Source: an optimization exercise on an open RTL-to-GDS flow (aim: small area). Production flows keep margins and buffers that such runs may drop. In this exercise RTL edits were held to simulation tests only and were not proved equivalent to the original. Power and IR drop assume default switching activity.

### design/flow/config.mk
export PLATFORM = sky130hd
export DESIGN_NAME = edge_notify_backoff_logger
export DESIGN_NICKNAME = edge_notify_backoff_logger
export VERILOG_FILES = /design/flow/design.v
export SDC_FILE = /design/flow/constraint.sdc
export NUM_CORES = 4
export LEC_CHECK = 0
export CAP_MARGIN = 20
export CORE_MARGIN = 2
export CORE_UTILIZATION = 40
export PLACE_DENSITY = 0.6
export SLEW_MARGIN = 20
### design/flow/run.sh
#!/bin/bash
# synth_recipe.tcl (not shown) runs the flow's synth.tcl, then flattens the netlist and writes it again
# the make line also repeats each setting of config.mk as NAME=value (left out here)
make -C /OpenROAD-flow-scripts/flow DESIGN_CONFIG=/design/flow/config.mk WORK_HOME=/design/flow/orfs CLKGATE_MAP_FILE= SYNTH_SCRIPT=/design/flow/synth_recipe.tcl finish
### design/flow/constraint.sdc
create_clock -name core_clock -period 8.0 [get_ports {clk}]
set_input_delay 1.6000 -clock core_clock [delete_from_list [all_inputs] [get_ports {clk}]]
set_output_delay 1.6000 -clock core_clock [all_outputs]
set_load 0.01 [all_outputs]
### design/flow/design.v
package enbl_pkg;
	localparam int TIME_W      = 32;
	localparam int CNT_W       = 16;
	localparam int SECS_W      = 16;
	localparam int CFG_IDX_W   = 2;
	localparam int CFG_DATA_W  = 16;
	localparam int DRAIN_W     = 3;
	localparam int LOG_DEPTH_DEF = 8;
	localparam logic [SECS_W-1:0]  MIN_BACKOFF_S = 16'd30;
	localparam logic [TIME_W-1:0]  MS_PER_S      = 32'd1000;
	localparam logic [TIME_W-1:0]  DEBOUNCE_MS   = 32'd1000;
	localparam logic [TIME_W-1:0]  WRAP_LIMIT    = 32'd65536000;
	localparam logic [DRAIN_W-1:0] MAX_DRAIN     = 3'd7;
	localparam logic [CNT_W-1:0]   CNT_MAX       = 16'hFFFF;
	localparam logic [CFG_IDX_W-1:0] CFG_ENABLED         = 2'd0;
	localparam logic [CFG_IDX_W-1:0] CFG_RISING_EDGE     = 2'd1;
	localparam logic [CFG_IDX_W-1:0] CFG_BACKOFF_SECONDS = 2'd2;
	localparam logic RPT_STATUS = 1'b0;
	localparam logic RPT_ENTRY  = 1'b1;
	localparam logic [3:0] S_IDLE = 4'b0001;
	localparam logic [3:0] S_EVAL = 4'b0010;
	localparam logic [3:0] S_READ = 4'b0100;
	localparam logic [3:0] S_WAIT = 4'b1000;
endpackage
import enbl_pkg::*;
module edge_notify_backoff_logger #(
	parameter int LOG_DEPTH = LOG_DEPTH_DEF
) (
	input  logic                  clk,
	input  logic                  arst_n,
	input  logic                  tick_valid,
	output logic                  tick_ready,
	input  logic [TIME_W-1:0]     tick_time_ms,
	input  logic                  tick_pin_level,
	output logic                  report_valid,
	input  logic                  report_ready,
	output logic                  report_type,
	output logic                  report_push_request,
	output logic                  report_led_state,
	output logic                  report_backoff_ended,
	output logic [CNT_W-1:0]      report_suppressed_count,
	output logic [CNT_W-1:0]      report_overrun_total,
	output logic [TIME_W-1:0]     report_log_time,
	output logic                  report_last,
	input  logic                  cfg_we,
	input  logic [CFG_IDX_W-1:0]  cfg_index,
	input  logic [CFG_DATA_W-1:0] cfg_data
);
	localparam int IW = $clog2(LOG_DEPTH);
	localparam int CW = IW + 1;
	localparam int XW = (CW > DRAIN_W) ? CW : DRAIN_W;
	function automatic logic [TIME_W-1:0] window_ms(input logic [SECS_W-1:0] secs);
		window_ms = TIME_W'((secs < MIN_BACKOFF_S) ? MIN_BACKOFF_S : secs) * MS_PER_S;
	endfunction
	function automatic logic [CNT_W-1:0] sat_inc(input logic [CNT_W-1:0] v);
		sat_inc = (v == CNT_MAX) ? v : v + 1'b1;
	endfunction
	function automatic logic [IW-1:0] idx_inc(input logic [IW-1:0] x);
		idx_inc = (x == IW'(LOG_DEPTH - 1)) ? '0 : x + 1'b1;
	endfunction
	logic              en_q;
	logic              rise_q;
	logic [TIME_W-1:0] win_q;
	logic              prev_q, primed_q, active_q, wp_q;
	logic [TIME_W-1:0] wet_q, last_edge_q;
	logic [CNT_W-1:0]  supp_q, ovr_q;
	logic [IW-1:0]     wr_q, rd_q;
	logic [3:0]         state_q;
	logic [TIME_W-1:0]  t_q;
	logic               pin_q;
	logic [IW-1:0]      drain_ptr_q;
	logic [DRAIN_W-1:0] drain_left_q;
	logic [TIME_W-1:0] log_mem [LOG_DEPTH];
	logic [TIME_W-1:0] rd_data_q;
	logic              rep_valid_q;
	logic              rep_type_q, rep_push_q, rep_led_q, rep_ended_q, rep_last_q;
	logic [CNT_W-1:0]  rep_supp_q, rep_ovr_q;
	logic [TIME_W-1:0] rep_time_q;
	logic              slot_free, eval_go;
	logic              edge_hit, open_win, supp_hit, wrap_fix, log_we, full;
	logic [TIME_W:0]   end_sum;
	logic [TIME_W-1:0] deb_lim, wet1;
	logic              wp1, wp2, act_or, ended, act_n;
	logic [CNT_W-1:0]  supp_n, ovr1;
	logic [IW-1:0]     wr_inc, wr1, rd1;
	logic [CW-1:0]     cnt;
	logic [XW-1:0]     cnt_x;
	logic [DRAIN_W-1:0] drain_n;
	assign slot_free = !rep_valid_q || report_ready;
	assign eval_go   = (state_q == S_EVAL) && slot_free;
	assign tick_ready = (state_q == S_IDLE);
	always_comb begin
		edge_hit = en_q && primed_q &&
			(rise_q ? (pin_q && !prev_q) : (!pin_q && prev_q));
		open_win = edge_hit && !active_q;
		end_sum  = {1'b0, t_q} + {1'b0, win_q};
		deb_lim  = last_edge_q + DEBOUNCE_MS;
		supp_hit = edge_hit && active_q && (t_q > deb_lim);
		wrap_fix = en_q && primed_q && !edge_hit && (t_q < win_q) && (wet_q > WRAP_LIMIT);
		log_we   = open_win || supp_hit;
		wp1    = wp_q || (open_win && end_sum[TIME_W]);
		wp2    = wp1 && !(t_q <= win_q);
		wet1   = open_win ? end_sum[TIME_W-1:0] : (wrap_fix ? '0 : wet_q);
		act_or = active_q || open_win;
		ended  = act_or && !wp2 && (t_q >= wet1);
		act_n  = act_or && !ended;
		if (open_win) begin
			supp_n = '0;
		end else if (supp_hit) begin
			supp_n = sat_inc(supp_q);
		end else begin
			supp_n = supp_q;
		end
	end
	always_comb begin
		wr_inc = idx_inc(wr_q);
		full   = log_we && (wr_inc == rd_q);
		wr1    = log_we ? wr_inc : wr_q;
		rd1    = full ? idx_inc(rd_q) : rd_q;
		ovr1   = full ? sat_inc(ovr_q) : ovr_q;
		cnt    = {1'b0, wr1} - {1'b0, rd1} + ((wr1 < rd1) ? CW'(LOG_DEPTH) : '0);
		cnt_x  = XW'(cnt);
		drain_n = (cnt_x > XW'(MAX_DRAIN)) ? MAX_DRAIN : DRAIN_W'(cnt_x);
	end
	always_ff @(posedge clk or negedge arst_n) begin
		if (!arst_n) begin
			en_q         <= 1'b0;
			rise_q       <= 1'b1;
			win_q        <= window_ms(MIN_BACKOFF_S);
			prev_q       <= 1'b0;
			primed_q     <= 1'b0;
			active_q     <= 1'b0;
			wp_q         <= 1'b0;
			wet_q        <= '0;
			last_edge_q  <= '0;
			supp_q       <= '0;
			ovr_q        <= '0;
			wr_q         <= '0;
			rd_q         <= '0;
			state_q      <= S_IDLE;
			drain_ptr_q  <= '0;
			drain_left_q <= '0;
		end else begin
			case (state_q)
				S_IDLE: begin
					if (tick_valid) begin
						state_q <= S_EVAL;
					end
				end
				S_EVAL: begin
					if (slot_free) begin
						if (en_q) begin
							primed_q <= 1'b1;
							prev_q   <= pin_q;
						end
						if (edge_hit) begin
							last_edge_q <= t_q;
						end
						wp_q     <= wp2;
						wet_q    <= wet1;
						active_q <= act_n;
						supp_q   <= supp_n;
						if (ended) begin
							wr_q  <= '0;
							rd_q  <= '0;
							ovr_q <= '0;
						end else begin
							wr_q  <= wr1;
							rd_q  <= rd1;
							ovr_q <= ovr1;
						end
						if (ended && (drain_n != '0)) begin
							drain_left_q <= drain_n;
							drain_ptr_q  <= rd1;
							state_q      <= S_READ;
						end else begin
							state_q <= S_IDLE;
						end
					end
				end
				S_READ: begin
					drain_ptr_q <= idx_inc(drain_ptr_q);
					state_q     <= S_WAIT;
				end
				S_WAIT: begin
					if (slot_free) begin
						drain_left_q <= drain_left_q - 1'b1;
						state_q      <= (drain_left_q == DRAIN_W'(1)) ? S_IDLE : S_READ;
					end
				end
				default: begin
					state_q <= S_IDLE;
				end
			endcase
			if (cfg_we) begin
				case (cfg_index)
					CFG_ENABLED: begin
						en_q     <= cfg_data[0];
						active_q <= 1'b0;
						wp_q     <= 1'b0;
						primed_q <= 1'b0;
					end
					CFG_RISING_EDGE: begin
						rise_q <= cfg_data[0];
					end
					CFG_BACKOFF_SECONDS: begin
						win_q <= window_ms(SECS_W'(cfg_data));
					end
					default: begin
					end
				endcase
			end
		end
	end
	always_ff @(posedge clk) begin
		if (tick_valid && tick_ready) begin
			t_q   <= tick_time_ms;
			pin_q <= tick_pin_level;
		end
	end
	always_ff @(posedge clk) begin
		if (eval_go && log_we) begin
			log_mem[wr_q] <= t_q;
		end
	end
	always_ff @(posedge clk) begin
		if (state_q == S_READ) begin
			rd_data_q <= log_mem[drain_ptr_q];
		end
	end
	always_ff @(posedge clk or negedge arst_n) begin
		if (!arst_n) begin
			rep_valid_q <= 1'b0;
		end else if (eval_go || ((state_q == S_WAIT) && slot_free)) begin
			rep_valid_q <= 1'b1;
		end else if (report_ready) begin
			rep_valid_q <= 1'b0;
		end
	end
	always_ff @(posedge clk) begin
		if (eval_go) begin
			rep_type_q  <= RPT_STATUS;
			rep_push_q  <= open_win;
			rep_led_q   <= act_n;
			rep_ended_q <= ended;
			rep_supp_q  <= supp_n;
			rep_ovr_q   <= ovr1;
			rep_time_q  <= '0;
			rep_last_q  <= !(ended && (drain_n != '0));
		end else if ((state_q == S_WAIT) && slot_free) begin
			rep_type_q <= RPT_ENTRY;
			rep_push_q <= 1'b0;
			rep_time_q <= rd_data_q;
			rep_last_q <= (drain_left_q == DRAIN_W'(1));
		end
	end
	assign report_valid            = rep_valid_q;
	assign report_type             = rep_type_q;
	assign report_push_request     = rep_push_q;
	assign report_led_state        = rep_led_q;
	assign report_backoff_ended    = rep_ended_q;
	assign report_suppressed_count = rep_supp_q;
	assign report_overrun_total    = rep_ovr_q;
	assign report_log_time         = rep_time_q;
	assign report_last             = rep_last_q;
endmodule
==> impl_metrics.csv <==
group,metric,value,unit
run_status,outcome,"no timing/DRC/antenna violations",
power_and_ir_drop,max-vdd-ir-drop,0.200,mV
cts,clockRootBuffer,"clkbuf_16",
synthesis,synth_top_flop_cell,"edfxtp_1",
synthesis,synth-async-reset-ratio,26.7,%
synthesis,synth_nets,2372,
finish,drive_gt1_share,14.7,%
hold_path,hp-start,"rep_time_q[28]",
die,boundaryPins,127,
sta,worstMarginPinSlew,1.08,ns
setup_path,path_buf_inv,6,
cts,htree_levels,2,
detailed_routing,vias,17100,
sta,grt_setup_unrepaired,"false",
power_and_ir_drop,power_density,279,nW/um2
synthesis,syn_area,27200,um2
synthesis,ys_ff_latch,532,
cts,clk_latency,0.64,ns
die,coreArea,67300,um2
detailed_routing,post-route-drc-count,0,
sta,fin_crit_sh,88.5,%
setup_path,crit_path_start_kind,"input port",
detailed_routing,wl_per_cell,19.5,um
sta,setup_viol,0,
setup_path,crit_family,"adder cells",
synthesis,synth_edf_count,357,
hold_path,hp-class,"flop to flop",
placed_design,hpwl,41500,um
placed_design,io_buffers,126,
setup_path,r2r_setup_slack,1.02,ns
synthesis,synth_area_leaders,"edfxtp_1 39%, dfrtp_1 12%, ha_1 8.1%",
die,die_h,265,um
cts,hold_buffers,0,
sta,slew_headroom,28.2,%
setup_path,crit_type,"input port to flop",
cts,clock-sinks,532,
setup_path,reg2reg_to,"ovr_q[7]",
power_and_ir_drop,p_leak,0.0120,uW
global_route,grt_pass1_wl,98100,um
detailed_routing,final_antenna_net_count,0,
die,die-area,70100,um2
synthesis,syn_area_per_cell,13.0,um2
cts,cts_setup_buffers,0,
finish,fillerInstances,5919,
synthesis,ys.warnings.count,1,
synthesis,synth_cells,2084,
synthesis,synth_top_cell_area_share,39.4,%
synthesis,synthTopCellsByCount,"357 x edfxtp_1, 197 x nand2_1, 176 x ha_1",
finish,final_cell_area,31700,um2
sta,tns,0,ns
setup_path,path_cells,"clkdlybuf4s50_1 -> inv_1 -> ha_1 -> nor4b_1 -> nand4_1 -> nor2b_1 -> inv_1 -> ha_1 -> ha_1 -> inv_1 -> fa_1 -> fa_1 -> inv_1 -> ha_1 -> a21o_1 -> a2111oi_0 -> buf_4 -> o31ai_1 -> a21boi_1 -> o21ai_0 -> a211oi_1 -> o21bai_1 -> mux2i_1 -> o211ai_1",
setup_path,path_max_fanout,7,
sta,fin_crit,7.08,ns
setup_path,worstPathArrival,7.56,ns
cts,clk_pin_slew_worst_paths,0.06,ns
sta,fin_worst_skew,0.0341,ns
global_route,grtUsageTotal,17.8,%
sta,fmax,141,MHz
die,num_rows,95,
detailed_routing,first_iter_violations,985,
setup_path,cp-end-kind,"flop",
sta,timing.final.ws_setup,0.920,ns
synthesis,yosys.area.top_type,"edfxtp_1",
run,drv_cap,0,
setup_path,slowest_stage,"clkdlybuf4s50_1",
hold_path,hold_path_end,"rep_time_q[28]",
cts,cts_tree,"built",
die,die_w,265,um
setup_path,max_stage_delay,0.52,ns
placed_design,routabilityCongestion,0.830,
synthesis,ys_seq_area_share,55.0,%
global_route,antenna_found_initial,0,
setup_path,r2r_cells,22,
sta,hold_viol_final,0,
cts,cts_resized,0,
cts,clockBufferDepth,3,
synthesis,yosysMostFrequentCell,"edfxtp_1",
hold_path,hold-path-cell-count,2,
finish,areaGrowthSynthToFinish,16.7,%
placed_design,place_ws,0.215,ns
detailed_routing,viasPerCell,5.41,
setup_path,r2r_start,"t_q[10]",
die,start_util,40.4,%
synthesis,yosysUniqueCellTypes,83,
global_route,grt_pass1_vias,17700,
setup_path,worstSetupStartpoint,"cfg_data[14]",
finish,final_nets,2536,
detailed_routing,first_pass_iters,5,
detailed_routing,totalWireLength,61700,um
cts,cts_made_buffers,57,
global_route,grt_max_degree,72,
global_route,overflow,0,
placed_design,placedInstanceArea,29700,um2
sta,drv_slew,0,
setup_path,cp.required,8.48,ns
kinds of logic after synthesis:
logic type	count (synthesis)	share of synthesized area, %
xor+xnor	96	3.14
mux	146	8.70
fa+ha+maj	232	12.2
flops	532	55.0
simple gates	501	8.84
buf+inv	183	2.54
compound gates	394	9.61
area by class of cell:
| type | count | area (um2) | share of cell area [%] |
|---|---|---|---|
| Clock buffer | 66 | 1480 | 4.66 |
| Tap cell | 873 | 1090 | 3.44 |
| Antenna cell | 1 | 2.50 | 0.00789 |
| Timing Repair Buffer | 184 | 1700 | 5.35 |
| Inverter | 104 | 393 | 1.24 |
| Multi-Input combinational cell | 1369 | 11600 | 36.6 |
| Clock inverter | 42 | 513 | 1.62 |
| Sequential cell | 532 | 15000 | 47.1 |
how the worst max path moves through the flow:
stage | endpoint | slack, ns | cells after the start
after floorplan | win_q[23] | 1.32 | 20
after global placement | win_q[23] | 0.37 | 21
after detailed placement | win_q[23] | 0.22 | 24
after CTS | win_q[23] | 0.88 | 24
after global routing | win_q[25] | 0.44 | 24
final | win_q[23] | 0.92 | 24
registers in the layout, indices dropped and copies added (netlist names), 3 cells and up:
register      count
drain_left_q      3
drain_ptr_q       3
last_edge_q      32
log_mem         256
ovr_q            16
rd_data_q        32
rd_q              3
rep_ovr_q        16
rep_supp_q       16
rep_time_q       32
state_q           4
supp_q           16
t_q              32
wet_q            32
win_q            23
wr_q              3
tightest hold or removal path, cell delays in order (launching register included):
cell and delay [ns]:
dfxtp_1 0.31, nand2_1 0.05, a21oi_1 0.05
metrics by stage:
step | instances | hold WS (ns) | power, uW | util (%)
after floorplan | 2084 | 0.454 | 5400 | -
after global placement | 3062 | 0.441 | 6080 | 44.2
after detailed placement | 3062 | 0.446 | 6160 | 44.2
after CTS | 3170 | 0.455 | 8930 | 47.2
after global routing | 3170 | 0.469 | 9400 | 47.2
final | 3171 | 0.452 | 8840 | 47.2
per-layer routing:
layer | global-route usage [%] | vias up | share of wire, %
met3 | 2.58 | 81 | 4.0
met2 | 30.6 | 352 | 49
met5 | 0 | - | 0
met4 | 4.29 | 0 | 2.0
li1 | - | 8065 | -
met1 | 23.8 | 8648 | 45
report_power, final:
part	internal, uW	leakage (uW)	switching [uW]
sequential	3240	0.00540	229
combinational	1150	0.00562	1490
clock	1600	0.000963	1130
cells in the final DEF (no fill, tap or decap), types with 10 or more instances in the layout:
cell type	n
edfxtp_1	357
nand2_1	197
ha_1	176
dfrtp_1	131
clkdlybuf4s50_1	125
a21oi_1	124
inv_1	102
nor2_1	102
o21ai_0	77
mux2_2	71
mux4_2	64
xnor2_1	61
buf_4	58
clkbuf_16	57
fa_1	56
xor2_1	34
nand4_1	33
dfxtp_1	33
nand3_1	31
a22o_1	30
a21o_1	29
o31ai_1	23
nor3_1	17
and3_1	17
o21bai_1	15
nand2b_1	15
nor2b_1	14
clkinv_2	14
o211ai_1	11
and2_1	10

## port drivers added, routing unchanged
The results above use ideal ports. As a check the final layout listed here was re-extracted and re-timed, cells and wires unchanged. Step 1 assumes that a clkbuf_16 drives the clock port and a buf_2 every other input. Step 2 also shifts input and output timing later by t, the mid clock arrival at the registers, as if the neighbouring blocks saw the same clock. Slacks: ideal ports / drivers / drivers and shift; pairs: ideal ports / drivers.
t, ns: 0.680
slack for setup (ns): 0.920 / 0.959 / 0.279
worst hold slack (ns): 0.452 / 0.452 / 0.452
worst data-port slew with drivers (ns): 0.06
After both steps this run still meets setup and hold. The setup slack of this run moves by +0.039 ns with the drivers and by -0.641 ns with both steps.
